Source: an optimization exercise on an open RTL-to-GDS flow (aim: small area). Production flows keep margins and buffers that such runs may drop.
The RTL was checked by simulation tests, not by an equivalence proof against the original design.
Power figures rest on the tool's default switching activity, not on a simulated workload.

**flow/config.mk**
```make
export PLATFORM = sky130hd
export DESIGN_NAME = vga_display
export DESIGN_NICKNAME = vga_display
export VERILOG_FILES = /design/flow/design.v
export SDC_FILE = /design/flow/constraint.sdc
export NUM_CORES = 4
export LEC_CHECK = 0
export CAP_MARGIN = 20
export CORE_MARGIN = 2
export CORE_UTILIZATION = 40
export SLEW_MARGIN = 20
```
**flow/constraint.sdc**
```tcl
create_clock -name core_clock -period 12.5 [get_ports {CLK_to_DAC}]
set_input_delay 2.5000 -clock core_clock [delete_from_list [all_inputs] [get_ports {CLK_to_DAC}]]
set_output_delay 2.5000 -clock core_clock [all_outputs]
set_load 0.01 [all_outputs]
```
**flow/design.v**
```verilog
`default_nettype none
package screen_pkg;
	typedef logic [10:0] coord_t;
	typedef struct packed {
		coord_t x;
		coord_t y;
	} pixel_pos_t;
	typedef logic [24:0] key_mask_t;
	localparam int NUM_KEYS  = 25;
	localparam int NUM_WHITE = 15;
	localparam int NUM_BLACK = NUM_KEYS - NUM_WHITE;
	localparam int HIST_ROWS = 25;
	localparam int HIST_COLS = 50;
	localparam int PANEL_X_MAX  = 150;
	localparam int BLACK_X_MIN  = 30;
	localparam int SCREEN_Y_MAX = 450;
	localparam int WHITE_BAND   = 30;
	localparam int SEP_HALF     = 2;
	localparam int ROW_PIXELS   = 26;
	localparam int COL_PIXELS   = 10;
	function automatic int WHITE_KEY_IDX(input int i);
		case (i)
			0: WHITE_KEY_IDX = 0;
			1: WHITE_KEY_IDX = 2;
			2: WHITE_KEY_IDX = 3;
			3: WHITE_KEY_IDX = 5;
			4: WHITE_KEY_IDX = 7;
			5: WHITE_KEY_IDX = 8;
			6: WHITE_KEY_IDX = 10;
			7: WHITE_KEY_IDX = 12;
			8: WHITE_KEY_IDX = 14;
			9: WHITE_KEY_IDX = 15;
			10: WHITE_KEY_IDX = 17;
			11: WHITE_KEY_IDX = 19;
			12: WHITE_KEY_IDX = 20;
			13: WHITE_KEY_IDX = 22;
			14: WHITE_KEY_IDX = 24;
			default: WHITE_KEY_IDX = 0;
		endcase
	endfunction
	function automatic int BLACK_BAR_LO(input int i);
		case (i)
			0: BLACK_BAR_LO = 20;
			1: BLACK_BAR_LO = 80;
			2: BLACK_BAR_LO = 110;
			3: BLACK_BAR_LO = 170;
			4: BLACK_BAR_LO = 200;
			5: BLACK_BAR_LO = 230;
			6: BLACK_BAR_LO = 290;
			7: BLACK_BAR_LO = 320;
			8: BLACK_BAR_LO = 380;
			9: BLACK_BAR_LO = 410;
			default: BLACK_BAR_LO = 0;
		endcase
	endfunction
	function automatic int BLACK_BAR_HI(input int i);
		case (i)
			0: BLACK_BAR_HI = 40;
			1: BLACK_BAR_HI = 100;
			2: BLACK_BAR_HI = 130;
			3: BLACK_BAR_HI = 190;
			4: BLACK_BAR_HI = 220;
			5: BLACK_BAR_HI = 250;
			6: BLACK_BAR_HI = 310;
			7: BLACK_BAR_HI = 340;
			8: BLACK_BAR_HI = 400;
			9: BLACK_BAR_HI = 430;
			default: BLACK_BAR_HI = 0;
		endcase
	endfunction
	function automatic int BLACK_KEY_IDX(input int i);
		case (i)
			0: BLACK_KEY_IDX = 1;
			1: BLACK_KEY_IDX = 4;
			2: BLACK_KEY_IDX = 6;
			3: BLACK_KEY_IDX = 9;
			4: BLACK_KEY_IDX = 11;
			5: BLACK_KEY_IDX = 13;
			6: BLACK_KEY_IDX = 16;
			7: BLACK_KEY_IDX = 18;
			8: BLACK_KEY_IDX = 21;
			9: BLACK_KEY_IDX = 23;
			default: BLACK_KEY_IDX = 0;
		endcase
	endfunction
	function automatic int GAP_SEP(input int i);
		case (i)
			0: GAP_SEP = 60;
			1: GAP_SEP = 150;
			2: GAP_SEP = 270;
			3: GAP_SEP = 360;
			default: GAP_SEP = 0;
		endcase
	endfunction
	function automatic int NOTE_FIRST_COL(input int i);
		case (i)
			0: NOTE_FIRST_COL = 0;
			1: NOTE_FIRST_COL = 2;
			2: NOTE_FIRST_COL = 3;
			3: NOTE_FIRST_COL = 6;
			4: NOTE_FIRST_COL = 8;
			5: NOTE_FIRST_COL = 9;
			6: NOTE_FIRST_COL = 11;
			7: NOTE_FIRST_COL = 12;
			8: NOTE_FIRST_COL = 15;
			9: NOTE_FIRST_COL = 17;
			10: NOTE_FIRST_COL = 18;
			11: NOTE_FIRST_COL = 20;
			12: NOTE_FIRST_COL = 21;
			13: NOTE_FIRST_COL = 23;
			14: NOTE_FIRST_COL = 24;
			15: NOTE_FIRST_COL = 27;
			16: NOTE_FIRST_COL = 29;
			17: NOTE_FIRST_COL = 30;
			18: NOTE_FIRST_COL = 32;
			19: NOTE_FIRST_COL = 33;
			20: NOTE_FIRST_COL = 36;
			21: NOTE_FIRST_COL = 38;
			22: NOTE_FIRST_COL = 39;
			23: NOTE_FIRST_COL = 41;
			24: NOTE_FIRST_COL = 42;
			default: NOTE_FIRST_COL = 0;
		endcase
	endfunction
	function automatic int NOTE_WIDTH(input int i);
		case (i)
			0: NOTE_WIDTH = 3;
			1: NOTE_WIDTH = 2;
			2: NOTE_WIDTH = 3;
			3: NOTE_WIDTH = 3;
			4: NOTE_WIDTH = 2;
			5: NOTE_WIDTH = 3;
			6: NOTE_WIDTH = 2;
			7: NOTE_WIDTH = 3;
			8: NOTE_WIDTH = 3;
			9: NOTE_WIDTH = 2;
			10: NOTE_WIDTH = 3;
			11: NOTE_WIDTH = 2;
			12: NOTE_WIDTH = 3;
			13: NOTE_WIDTH = 2;
			14: NOTE_WIDTH = 3;
			15: NOTE_WIDTH = 3;
			16: NOTE_WIDTH = 2;
			17: NOTE_WIDTH = 3;
			18: NOTE_WIDTH = 2;
			19: NOTE_WIDTH = 3;
			20: NOTE_WIDTH = 3;
			21: NOTE_WIDTH = 2;
			22: NOTE_WIDTH = 3;
			23: NOTE_WIDTH = 2;
			24: NOTE_WIDTH = 3;
			default: NOTE_WIDTH = 0;
		endcase
	endfunction
	localparam int SCROLL_PERIOD = 1 << 10;
endpackage
`default_nettype wire
`default_nettype none
package palette_pkg;
	typedef struct packed {
		logic [7:0] r;
		logic [7:0] g;
		logic [7:0] b;
	} rgb_t;
	localparam rgb_t COL_BLACK     = 24'h000000;
	localparam rgb_t COL_WHITE     = 24'hFFFFFF;
	localparam rgb_t COL_WHITE_LIT = 24'h0080FF;
	localparam rgb_t COL_BLACK_LIT = 24'hFF8000;
	function automatic rgb_t NOTE_COLOUR(input int i);
		case (i)
			0: NOTE_COLOUR = 24'hFBB735;
			1: NOTE_COLOUR = 24'hF2A033;
			2: NOTE_COLOUR = 24'hE98931;
			3: NOTE_COLOUR = 24'hEA64B6;
			4: NOTE_COLOUR = 24'hEB403B;
			5: NOTE_COLOUR = 24'hCF3739;
			6: NOTE_COLOUR = 24'hB32E37;
			7: NOTE_COLOUR = 24'h8FAC51;
			8: NOTE_COLOUR = 24'h6C2A6A;
			9: NOTE_COLOUR = 24'h643701;
			10: NOTE_COLOUR = 24'h5C4399;
			11: NOTE_COLOUR = 24'h41C391;
			12: NOTE_COLOUR = 24'h274389;
			13: NOTE_COLOUR = 24'h235118;
			14: NOTE_COLOUR = 24'h1F5EA8;
			15: NOTE_COLOUR = 24'h20EF2C;
			16: NOTE_COLOUR = 24'h227FB0;
			17: NOTE_COLOUR = 24'h26983A;
			18: NOTE_COLOUR = 24'h39C0B3;
			19: NOTE_COLOUR = 24'h3238BC;
			20: NOTE_COLOUR = 24'h02C874;
			21: NOTE_COLOUR = 24'h1E4493;
			22: NOTE_COLOUR = 24'h009100;
			23: NOTE_COLOUR = 24'h02C874;
			24: NOTE_COLOUR = 24'h737300;
			default: NOTE_COLOUR = 24'h000000;
		endcase
	endfunction
endpackage
`default_nettype wire
`timescale 1ns/1ps
`default_nettype none
module scroll_timer
#(
	parameter int PERIOD = screen_pkg::SCROLL_PERIOD
) (
	input  logic CLK_to_DAC,
	input  logic RST_N,
	output logic step
);
	localparam int CW = (PERIOD > 2) ? $clog2(PERIOD) : 1;
	logic [CW-1:0] count;
	assign step = (count == CW'(PERIOD - 1));
	always_ff @(posedge CLK_to_DAC or negedge RST_N) begin
		if (!RST_N) begin
			count <= '0;
		end else if (step) begin
			count <= '0;
		end else begin
			count <= count + 1'b1;
		end
	end
endmodule
`default_nettype wire
`timescale 1ns/1ps
`default_nettype none
module note_history
(
	input  logic       CLK_to_DAC,
	input  logic       RST_N,
	input  logic       step,
	input  screen_pkg::key_mask_t  ctrl,
	input  screen_pkg::pixel_pos_t pos,
	output palette_pkg::rgb_t       colour,
	output logic       hit
);
	localparam int RW = $clog2(screen_pkg::HIST_ROWS);
	localparam int CLW = $clog2(screen_pkg::HIST_COLS);
	logic [screen_pkg::HIST_ROWS-1:0][screen_pkg::NUM_KEYS-1:0] hist;
	screen_pkg::coord_t        x_off;
	screen_pkg::coord_t        y_off;
	screen_pkg::coord_t        row_idx;
	logic [CLW-1:0] col_idx;
	screen_pkg::key_mask_t     row_mask;
	function automatic logic in_note(input int key, input int col);
		int first;
		first = screen_pkg::NOTE_FIRST_COL(key);
		in_note = (col >= first) && (col < first + screen_pkg::NOTE_WIDTH(key));
	endfunction
	always_ff @(posedge CLK_to_DAC or negedge RST_N) begin
		if (!RST_N) begin
			hist <= '0;
		end else if (step) begin
			hist <= {hist[screen_pkg::HIST_ROWS-2:0], ctrl};
		end
	end
	assign hit = (pos.x > screen_pkg::coord_t'(screen_pkg::PANEL_X_MAX)) && (pos.y <= screen_pkg::coord_t'(screen_pkg::SCREEN_Y_MAX));
	assign x_off = pos.x - screen_pkg::coord_t'(screen_pkg::PANEL_X_MAX + 1);
	assign row_idx = x_off / screen_pkg::coord_t'(screen_pkg::ROW_PIXELS);
	assign y_off = (pos.y == '0) ? '0 : pos.y - 1'b1;
	assign col_idx = CLW'(y_off / screen_pkg::coord_t'(screen_pkg::COL_PIXELS));
	assign row_mask = (row_idx < screen_pkg::coord_t'(screen_pkg::HIST_ROWS)) ? hist[row_idx[RW-1:0]] : '0;
	always_comb begin
		int key;
		colour = palette_pkg::COL_BLACK;
		for (int k = 0; k < screen_pkg::NUM_WHITE; k++) begin
			key = screen_pkg::WHITE_KEY_IDX(k);
			if (row_mask[key] && in_note(key, int'(col_idx))) begin
				colour = palette_pkg::NOTE_COLOUR(key);
			end
		end
		for (int b = 0; b < screen_pkg::NUM_BLACK; b++) begin
			key = screen_pkg::BLACK_KEY_IDX(b);
			if (row_mask[key] && in_note(key, int'(col_idx))) begin
				colour = palette_pkg::NOTE_COLOUR(key);
			end
		end
	end
endmodule
`default_nettype wire
`timescale 1ns/1ps
`default_nettype none
module key_panel
(
	input  screen_pkg::key_mask_t  ctrl,
	input  screen_pkg::pixel_pos_t pos,
	output palette_pkg::rgb_t       colour,
	output logic       hit
);
	int px;
	int py;
	assign px = int'(pos.x);
	assign py = int'(pos.y);
	assign hit = (px <= screen_pkg::PANEL_X_MAX) && (py <= screen_pkg::SCREEN_Y_MAX);
	always_comb begin
		int key;
		colour = palette_pkg::COL_WHITE;
		for (int k = 0; k < screen_pkg::NUM_WHITE; k++) begin
			key = screen_pkg::WHITE_KEY_IDX(k);
			if (py > screen_pkg::WHITE_BAND * k && py <= screen_pkg::WHITE_BAND * (k + 1) &&
				ctrl[key]) begin
				colour = palette_pkg::COL_WHITE_LIT;
			end
		end
		if (px > screen_pkg::BLACK_X_MIN) begin
			for (int b = 0; b < screen_pkg::NUM_BLACK; b++) begin
				key = screen_pkg::BLACK_KEY_IDX(b);
				if (py > screen_pkg::BLACK_BAR_LO(b) && py <= screen_pkg::BLACK_BAR_HI(b)) begin
					colour = ctrl[key] ? palette_pkg::COL_BLACK_LIT : palette_pkg::COL_BLACK;
				end
			end
			for (int s = 0; s < 4; s++) begin
				if (py > screen_pkg::GAP_SEP(s) - screen_pkg::SEP_HALF && py <= screen_pkg::GAP_SEP(s) + screen_pkg::SEP_HALF) begin
					colour = palette_pkg::COL_BLACK;
				end
			end
		end else begin
			for (int k = 1; k < screen_pkg::NUM_WHITE; k++) begin
				if (py > screen_pkg::WHITE_BAND * k - screen_pkg::SEP_HALF && py <= screen_pkg::WHITE_BAND * k + screen_pkg::SEP_HALF) begin
					colour = palette_pkg::COL_BLACK;
				end
			end
		end
	end
endmodule
`default_nettype wire
`timescale 1ns/1ps
`default_nettype none
module pixel_compose
(
	input  logic CLK_to_DAC,
	input  logic RST_N,
	input  palette_pkg::rgb_t panel_colour,
	input  logic panel_hit,
	input  palette_pkg::rgb_t wave_colour,
	input  logic wave_hit,
	output palette_pkg::rgb_t rgb
);
	palette_pkg::rgb_t next_rgb;
	always_comb begin
		if (panel_hit) begin
			next_rgb = panel_colour;
		end else if (wave_hit) begin
			next_rgb = wave_colour;
		end else begin
			next_rgb = palette_pkg::COL_BLACK;
		end
	end
	always_ff @(posedge CLK_to_DAC or negedge RST_N) begin
		if (!RST_N) begin
			rgb <= '0;
		end else begin
			rgb <= next_rgb;
		end
	end
endmodule
`default_nettype wire
`timescale 1ns/1ps
`default_nettype none
module vga_display
#(
	parameter int SCROLL_PERIOD = screen_pkg::SCROLL_PERIOD
) (
	input  logic       CLK_to_DAC,
	input  logic       RST_N,
	input  screen_pkg::coord_t     x,
	input  screen_pkg::coord_t     y,
	input  screen_pkg::key_mask_t  ctrl,
	output logic [7:0] vga_r,
	output logic [7:0] vga_g,
	output logic [7:0] vga_b
);
	screen_pkg::pixel_pos_t pos;
	logic       step;
	palette_pkg::rgb_t       panel_colour;
	logic       panel_hit;
	palette_pkg::rgb_t       wave_colour;
	logic       wave_hit;
	palette_pkg::rgb_t       rgb;
	assign pos.x = x;
	assign pos.y = y;
	scroll_timer #(.PERIOD(SCROLL_PERIOD)) u_scroll_timer (
		.CLK_to_DAC (CLK_to_DAC),
		.RST_N      (RST_N),
		.step       (step)
	);
	note_history u_note_history (
		.CLK_to_DAC (CLK_to_DAC),
		.RST_N      (RST_N),
		.step       (step),
		.ctrl       (ctrl),
		.pos        (pos),
		.colour     (wave_colour),
		.hit        (wave_hit)
	);
	key_panel u_key_panel (
		.ctrl   (ctrl),
		.pos    (pos),
		.colour (panel_colour),
		.hit    (panel_hit)
	);
	pixel_compose u_pixel_compose (
		.CLK_to_DAC   (CLK_to_DAC),
		.RST_N        (RST_N),
		.panel_colour (panel_colour),
		.panel_hit    (panel_hit),
		.wave_colour  (wave_colour),
		.wave_hit     (wave_hit),
		.rgb          (rgb)
	);
	assign vga_r = rgb.r;
	assign vga_g = rgb.g;
	assign vga_b = rgb.b;
endmodule
`default_nettype wire
```
**flow/run.sh**
```bash
#!/bin/bash
# synth_recipe.tcl (not shown) runs the flow's synth.tcl, then flattens the netlist and writes it again
# the make line also repeats each setting of config.mk as NAME=value (left out here)
make -C /OpenROAD-flow-scripts/flow DESIGN_CONFIG=/design/flow/config.mk WORK_HOME=/design/flow/orfs CLKGATE_MAP_FILE= SYNTH_SCRIPT=/design/flow/synth_recipe.tcl finish
```
==> summary.txt <==
state kept, by name (all words and copies together) (netlist names):
signal	count
u_pixel_compose.rgb	24
u_note_history.hist	625
u_scroll_timer.count	10
critical path: stages:
cell	delay (ps)
clkdlybuf4s50_1	780
nand4_1	370
and3_1	340
nor2_2	330
o21ai_0	200
a32oi_2	810
nor2_1	190
o211ai_1	300
nand4_2	190
or3_4	420
a21oi_1	260
o21ai_0	240
and2_1	290
mux2_4	300
nor2_4	640
buf_4	460
mux2_2	380
a211oi_1	290
nand4_1	580
nand4_1	380
nor4_1	100
o41ai_2	420
through the flow:
stage	setup WS (ps)	hold WS, ps
global route	1610	479
global placement	1660	457
floorplan	4370	438
CTS	2240	472
finish	2090	469
detailed placement	1580	459
cell usage after synthesis, drive strengths merged, types with 12 or more instances:
cell type    n
xnor2       16
a2111oi     13
nand2      230
or2         14
buf         85
clkbuf     132
or3         15
nand4       37
nand3      148
and2        18
nor3        44
mux2i      275
inv         16
o31ai       13
nand2b      20
mux2       655
o22ai       25
and3        39
a31oi       26
o22a        15
a21oi      123
nor2b       14
dfrtp      659
o211ai      27
nor2       111
o21ai      138
or4         12
nor4        33
a211oi      21
routing by layer:
layer	up-vias	wire, um	global-route usage (%)	share of wire (%)
li1	11800	-	-	-
met1	13400	47900	32.3	46
met2	887	46900	34.1	45
met3	179	5680	2.58	5.5
met4	0	3090	6.65	3.0
met5	-	0	0	0
cells by family after synthesis:
| group | count (synthesis) | synth area share, % |
|---|---|---|
| simple gates | 772 | 11.1 |
| compound gates | 535 | 10.2 |
| xor+xnor | 27 | 0.655 |
| mux | 934 | 28.3 |
| fa+ha+maj | 8 | 0.270 |
| flops | 659 | 45.7 |
| buf+inv | 235 | 3.81 |
worst paths after layout:
path,to,cells after the start,slack [ps]
worst max-delay path,u_pixel_compose.rgb[9],22,2090
worst min-delay path,u_scroll_timer.count[4],1,470
worst max register to register,u_note_history.hist[456],8,8050
worst min register to register,u_scroll_timer.count[4],1,470
max in group asynchronous,u_note_history.hist[330],3,8180
min in group asynchronous,u_note_history.hist[519],1,2010
area by class of cell:
cell class                      instances  share of cell area (%)
Multi-Input combinational cell       2276                    45.5
Timing Repair Buffer                  133                    3.13
Clock buffer                          106                    5.38
Antenna cell                            3                  0.0187
Tap cell                             1176                    3.66
Inverter                               17                   0.159
Clock inverter                         32                    1.17
Sequential cell                       659                    41.0
power groups by stage:
stage	sequential, mW	combinational [mW]	clock (mW)
6_report	2.15	2.46	2.34
5_1_grt	2.15	2.61	2.47
4_1_cts	2.15	2.45	2.39
3_5_place_dp	2.19	2.44	0
3_3_place_gp	2.19	2.44	0
2_1_floorplan	2.19	1.85	0
==> impl_metrics.ini <==
[detailed_routing]
drt-vias-per-instance = 5.99
first_iter_violations = 2177
totalWireLength_um = 104000
antenna_left = 0
drt_pass1_iterations = 5
wl_per_cell_um = 23.5
via_count = 26400
drc_errors = 0

[setup_path]
crit_path_start = x[4]
critical_path.max_fanout = 20
timing.rr.start = u_scroll_timer.count[2]
crit_arrival_ps = 10860
cp-end-kind = register
crit_type = input pin to register
cp-start-kind = input pin
worstPathRequired_ps = 12960

[yosys]
synthCells = 3170
yosys-top-cells-area = dfrtp_1 (46%), mux2_2 (20%), mux2i_1 (7.6%), nand2_1 (2.4%), nand3_1 (2.0%)
syn-num-nets = 3226
synthFlopType = dfrtp_1
yosysWarnings = 4
synth_top_area_share_pct = 45.7
syn-cell-area_sq_um = 36100
synth-seq-area-share_pct = 45.7
synth_seq_cells = 659
yosysTopAreaCell = dfrtp_1
ys_types = 120
synth_edf_count = 0
synth_area_per_cell_sq_um = 11.4
synthArstFlopShare_pct = 100

[placement]
gp_congestion = 0.971
place_area_sq_um = 37600
dp.cells = 4261
dpl.hpwl_um = 69800
portBuffers = 72

[power_and_ir_drop]
p_comb_share_pct = 35.4
power_frac_clock_pct = 33.7
pwr-share-seq_pct = 30.9
peakVddDrop_uv = 182
finalPower_mw = 6.95
cellPowerDensity_nw_per_um2 = 173
p_switching_mw = 2.59
p_int_mw = 4.36
sw_frac_of_total_pct = 37.2
p_leak_nw = 18.7

[clocking]
clkTransAtPathRegs_ps = 60
cts_buffer_depth = 3
clock-sinks = 659
numCtsBuffers = 74
cts_tree = built
htreeDepth = 3
clk_latency_ps = 640
cts_setup_buffers = 0
postCtsHoldBufs = 0
post_cts_resize_count = 0
cts_root_buffer = clkbuf_16

[timing]
period_minus_slack_ps = 10410
finalClockSkew_ps = 29.9
slew_headroom_pct = 25.3
timing.fmax_mhz = 96.1
finalHoldViolCount = 0
rsz0062_at_grt = no
setup-tns-final_ps = 0
worstMarginPinSlew_ps = 1110
slew_viol_final = 0
period_share_pct = 83.3
setup_viol = 0

[global_route]
antenna_found_initial = 4
grt_first_pass_wirelength_um = 160000
grt.total_usage_pct = 22.0
grt_max_degree = 176
grt_pass1_vias = 25400
grt-ovfl-total = 0

[final_layout]
layout_common_cells = dfrtp_1 (659), mux2_2 (653), mux2i_1 (274), nand2_1 (226), nand3_1 (144)
final_util_pct = 44.8
final_common_cell = dfrtp_1
fillers = 8413
drive_above_1_share_pct = 28.8
final_cell_area_sq_um = 40200
areaGrowthSynthToFinish_pct = 11.5
finalNetCount = 3217
register_area_sq_um = 16500
multi_input_area_sq_um = 18300
finalNonFillerCells = 4402

[die]
num_io_pins = 73
die_w_um = 304
initial_core_util_pct = 40.2
die_h_um = 304
core-area_sq_um = 89700
rows = 110
fp.dieArea_sq_um = 92600

[worst_hold_path]
hold_class = register to register
hp-start = u_scroll_timer.count[4]

[status]
status = finished clean

[run]
cap_violations = 0

[port drivers added, routing unchanged]
In the flow no input, the clock included, has a driving cell. The finished layout below was timed again as built, in two steps. Step 1 sets driving cells, clkbuf_16 on the clock port and buf_2 on the other inputs (assumed; they add their load-dependent delay and slew). Step 2 adds t to the input delays and takes it off the output delays; t is the mean of the earliest and latest rising clock arrival at the registers after step 1. Input paths then give back, and output paths get back, about the clock's delay inside the block. Slacks: no drivers / after step 1 / after step 2; pairs: no drivers / after step 1.
t (ns): 0.691
setup WS [ns]: 2.092 / 2.126 / 1.435
worst setup path at the end: input to register
slew at the worst register clock pin (ns): 0.07 / 0.07
pins driven straight from the clock port: 1
After both steps this run still meets setup and hold. For this run, drivers alone change the setup slack by +0.034 ns; drivers and shift together by -0.657 ns.
